This design comes from an exercise in tuning for small area, a short achievable clock period and few clock cycles per item on the open sky130 flow, not from production work.
The RTL was checked by simulation tests, not by an equivalence proof against the original design.
Power and IR drop assume default switching activity.

## aluTop
module aluTop (
	input  logic                            clk,
	input  logic                            rstN,
	input  logic                            start,
	input  logic [aluPkg::operandWidth-1:0] a,
	input  logic [aluPkg::operandWidth-1:0] b,
	input  aluPkg::opcodeT                  op,
	output logic                            done,
	output logic [aluPkg::resultWidth-1:0]  result,
	output logic [aluPkg::errorWidth-1:0]   error
);
	localparam int frontBits = 10;
	logic [15:16-frontBits]  qHi;
	logic [frontBits-1:0]    remHi;
	logic [17:1]             b3;
	logic [operandWidth-1:0] aQ;
	logic [operandWidth-1:0] bQ;
	aluPkg::opcodeT          opQ;
	logic [15:16-frontBits]  qHiQ;
	logic [frontBits-1:0]    remHiQ;
	logic [17:1]             b3Q;
	logic                    validQ;
	logic [resultWidth-1:0]  addSubResult;
	logic                    overflow;
	logic [resultWidth-1:0]  product;
	logic [operandWidth-1:0] quotient;
	logic [operandWidth-1:0] remainder;
	logic                    divZero;
	divFront divFront_i (
		.aIn   (a),
		.bIn   (b),
		.qHi   (qHi),
		.remHi (remHi),
		.b3Out (b3)
	);
	operandRegister #(
		.frontBits (frontBits)
	) operandRegister_i (
		.clk    (clk),
		.rstN   (rstN),
		.start  (start),
		.a      (a),
		.b      (b),
		.op     (op),
		.qHi    (qHi),
		.remHi  (remHi),
		.b3     (b3),
		.aQ     (aQ),
		.bQ     (bQ),
		.opQ    (opQ),
		.qHiQ   (qHiQ),
		.remHiQ (remHiQ),
		.b3Q    (b3Q),
		.validQ (validQ)
	);
	addSubUnit addSubUnit_i (
		.aQ           (aQ),
		.bQ           (bQ),
		.opQ          (opQ),
		.addSubResult (addSubResult),
		.overflow     (overflow)
	);
	multiplierArray multiplierArray_i (
		.aQ      (aQ),
		.bQ      (bQ),
		.product (product)
	);
	divBack divBack_i (
		.aIn       (aQ),
		.bIn       (bQ),
		.qHi       (qHiQ),
		.remHi     (remHiQ),
		.b3In      (b3Q),
  ...
Settings: LEC_CHECK=0, ABC_AREA=1, CAP_MARGIN=20, CORE_MARGIN=2, CORE_UTILIZATION=40, SLEW_MARGIN=20; clock period 40.0 ns.
standard.sh (not shown) runs the stock make flow with config.mk's settings and CLKGATE_MAP_FILE= SYNTH_SCRIPT=/design/flow/synth_recipe.tcl, a recipe that flattens the netlist after the stock synthesis.
==> flow/flow/run.sh <==
#!/bin/bash
# Own layout flow: the standard flow (standard.sh, unchanged synthesis), with
# - port buffers of a stronger cell than the smallest one buffer_ports picks by default,
# - timing repair aiming past the required slack (the clock and constraints are unchanged),
#   with resizing free to change a cell's footprint.
set -euo pipefail
MARGIN=$(cat flow/margin.txt)
bash standard.sh \
	"BUFFER_PORTS_ARGS=-buffer_cell sky130_fd_sc_hd__buf_4" \
	"SETUP_SLACK_MARGIN=$MARGIN" \
	"MATCH_CELL_FOOTPRINT=0" \
	finish > standard_flow.log 2>&1
==> flow/flow/margin.txt <==
25.5
The starting point went through all stages and came out clean.
Testbench counts at the start, summed over its fixed seeds: cycles 8,000, items 8,000.
Then changed:
==> flow/flow/margin.txt (replaced) <==
25
Result: Setup slack degrades by 330 ps. Global-route usage falls by 0.80 points. Design area falls by about 7%. Synthesized cell count stays the same. Synthesized area is unchanged. Worst hold slack barely changes. Count of clock-buffer cells in the layout does not change. Power falls by 6.5%. First-iteration DRC count falls by 1.8%. Non-clock buffer count falls by 69. Clock power hardly moves.
Then changed:
--- a/flow/flow/run.sh
+++ b/flow/flow/run.sh
@@ -9 +9 @@
-	"BUFFER_PORTS_ARGS=-buffer_cell sky130_fd_sc_hd__buf_4" \
+	"BUFFER_PORTS_ARGS=-buffer_cell sky130_fd_sc_hd__buf_2" \
Outcome:
- The changed run completed without violations
- core utilization barely changes
- setup slack is worse by 68 ps
- synthesized cell count does not change
- total power barely changes

* * *

aluTop again, from the RTL that the note above started with.
## aluTop
module aluTop (
	input  logic                            clk,
	input  logic                            rstN,
	input  logic                            start,
	input  logic [aluPkg::operandWidth-1:0] a,
	input  logic [aluPkg::operandWidth-1:0] b,
	input  aluPkg::opcodeT                  op,
	output logic                            done,
	output logic [aluPkg::resultWidth-1:0]  result,
	output logic [aluPkg::errorWidth-1:0]   error
);
	localparam int frontBits = 10;
	logic [15:16-frontBits]  qHi;
	logic [frontBits-1:0]    remHi;
	logic [17:1]             b3;
	logic [operandWidth-1:0] aQ;
	logic [operandWidth-1:0] bQ;
	aluPkg::opcodeT          opQ;
	logic [15:16-frontBits]  qHiQ;
	logic [frontBits-1:0]    remHiQ;
	logic [17:1]             b3Q;
	logic                    validQ;
	logic [resultWidth-1:0]  addSubResult;
	logic                    overflow;
	logic [resultWidth-1:0]  product;
	logic [operandWidth-1:0] quotient;
	logic [operandWidth-1:0] remainder;
	logic                    divZero;
	divFront divFront_i (
		.aIn   (a),
		.bIn   (b),
		.qHi   (qHi),
		.remHi (remHi),
		.b3Out (b3)
	);
	operandRegister #(
		.frontBits (frontBits)
	) operandRegister_i (
		.clk    (clk),
		.rstN   (rstN),
		.start  (start),
		.a      (a),
		.b      (b),
		.op     (op),
		.qHi    (qHi),
		.remHi  (remHi),
		.b3     (b3),
		.aQ     (aQ),
		.bQ     (bQ),
		.opQ    (opQ),
		.qHiQ   (qHiQ),
		.remHiQ (remHiQ),
		.b3Q    (b3Q),
		.validQ (validQ)
	);
	addSubUnit addSubUnit_i (
		.aQ           (aQ),
		.bQ           (bQ),
		.opQ          (opQ),
		.addSubResult (addSubResult),
		.overflow     (overflow)
	);
	multiplierArray multiplierArray_i (
		.aQ      (aQ),
		.bQ      (bQ),
		.product (product)
	);
	divBack divBack_i (
		.aIn       (aQ),
		.bIn       (bQ),
		.qHi       (qHiQ),
		.remHi     (remHiQ),
		.b3In      (b3Q),
		.quotient  (quotient),
		.remainder (remainder),
		.divZero   (divZero)
	);
	resultSelect resultSelect_i (
		.validQ       (validQ),
		.opQ          (opQ),
		.addSubResult (addSubResult),
		.overflow     (overflow),
		.product      (product),
		.quotient     ({{(resultWidth-operandWidth){1'b0}}, quotient}),
		.remainder    ({{(resultWidth-operandWidth){1'b0}}, remainder}),
		.divZero      (divZero),
		.result       (result),
		.error        (error),
		.done         (done)
	);
endmodule
clock: 40.0 ns
lec_check: 0
abc_area: 1
cap_margin: 5
core_margin: 2
core_utilization: 40
slew_margin: 5
==> flow/flow/run.sh <==
#!/bin/bash
# Own layout flow: the standard flow (standard.sh, unchanged synthesis), with
# - port buffers of a stronger cell than the smallest one buffer_ports picks by default,
# - timing repair aiming past the required slack (the clock and constraints are unchanged),
#   with resizing free to change a cell's footprint.
set -euo pipefail
MARGIN=$(cat flow/margin.txt)
bash standard.sh \
	"BUFFER_PORTS_ARGS=-buffer_cell sky130_fd_sc_hd__buf_4" \
	"SETUP_SLACK_MARGIN=$MARGIN" \
	"MATCH_CELL_FOOTPRINT=0" \
	finish > standard_flow.log 2>&1
==> flow/flow/margin.txt <==
24.5
The baseline ran to the end with no violations.
Testbench counts at the start, summed over its fixed seeds: cycles 8,000, items 8,000.
Then changed:
Settings changed: CAP_MARGIN 5 to 20, GPL_ROUTABILITY_DRIVEN from default to 0, SLEW_MARGIN 5 to 20.
Effect:
- The new run went through all stages and came out clean
- design area hardly moves
- flip-flop and latch count stays the same
- setup slack gets better by 99 ps
- critical path depth went up by 1
- wire length drops by a few percent
- clock-buffer cell count stays the same
- sequential share of layout area stays flat
- core utilization barely changes

## port drivers added, routing unchanged
How much do the figures lean on ideal ports? The routed layouts below were timed once more, with nothing changed but the port constraints. Step 1 assumes that a clkbuf_16 drives the clock port and a buf_2 every other input. Step 2 times the ports against the registers' clock, not the clock port: input delays grow and output delays shrink by t, the midpoint of the rising clock arrivals with the driver on. Slacks: ideal / step 1 / step 2; pairs: ideal / step 1.
run | shift t [ns] | setup WS [ns] | worst data-port slew with drivers (ns)
the first run of note 1 | 0.413 | 25.660 / 25.609 / 25.475 | 0.11
the second run of note 1 | 0.416 | 25.332 / 25.277 / 25.080 | 0.10
the third run of note 1 | 0.422 | 25.264 / 25.211 / 25.132 | 0.10
the first run of note 2 | 0.412 | 24.904 / 24.854 / 24.784 | 0.11
the second run of note 2 | 0.408 | 25.003 / 24.951 / 24.664 | 0.09
After both steps every run listed still meets setup and hold. For the second run of note 2, which loses most, drivers alone change the setup slack by -0.052 ns; drivers and shift together by -0.339 ns.
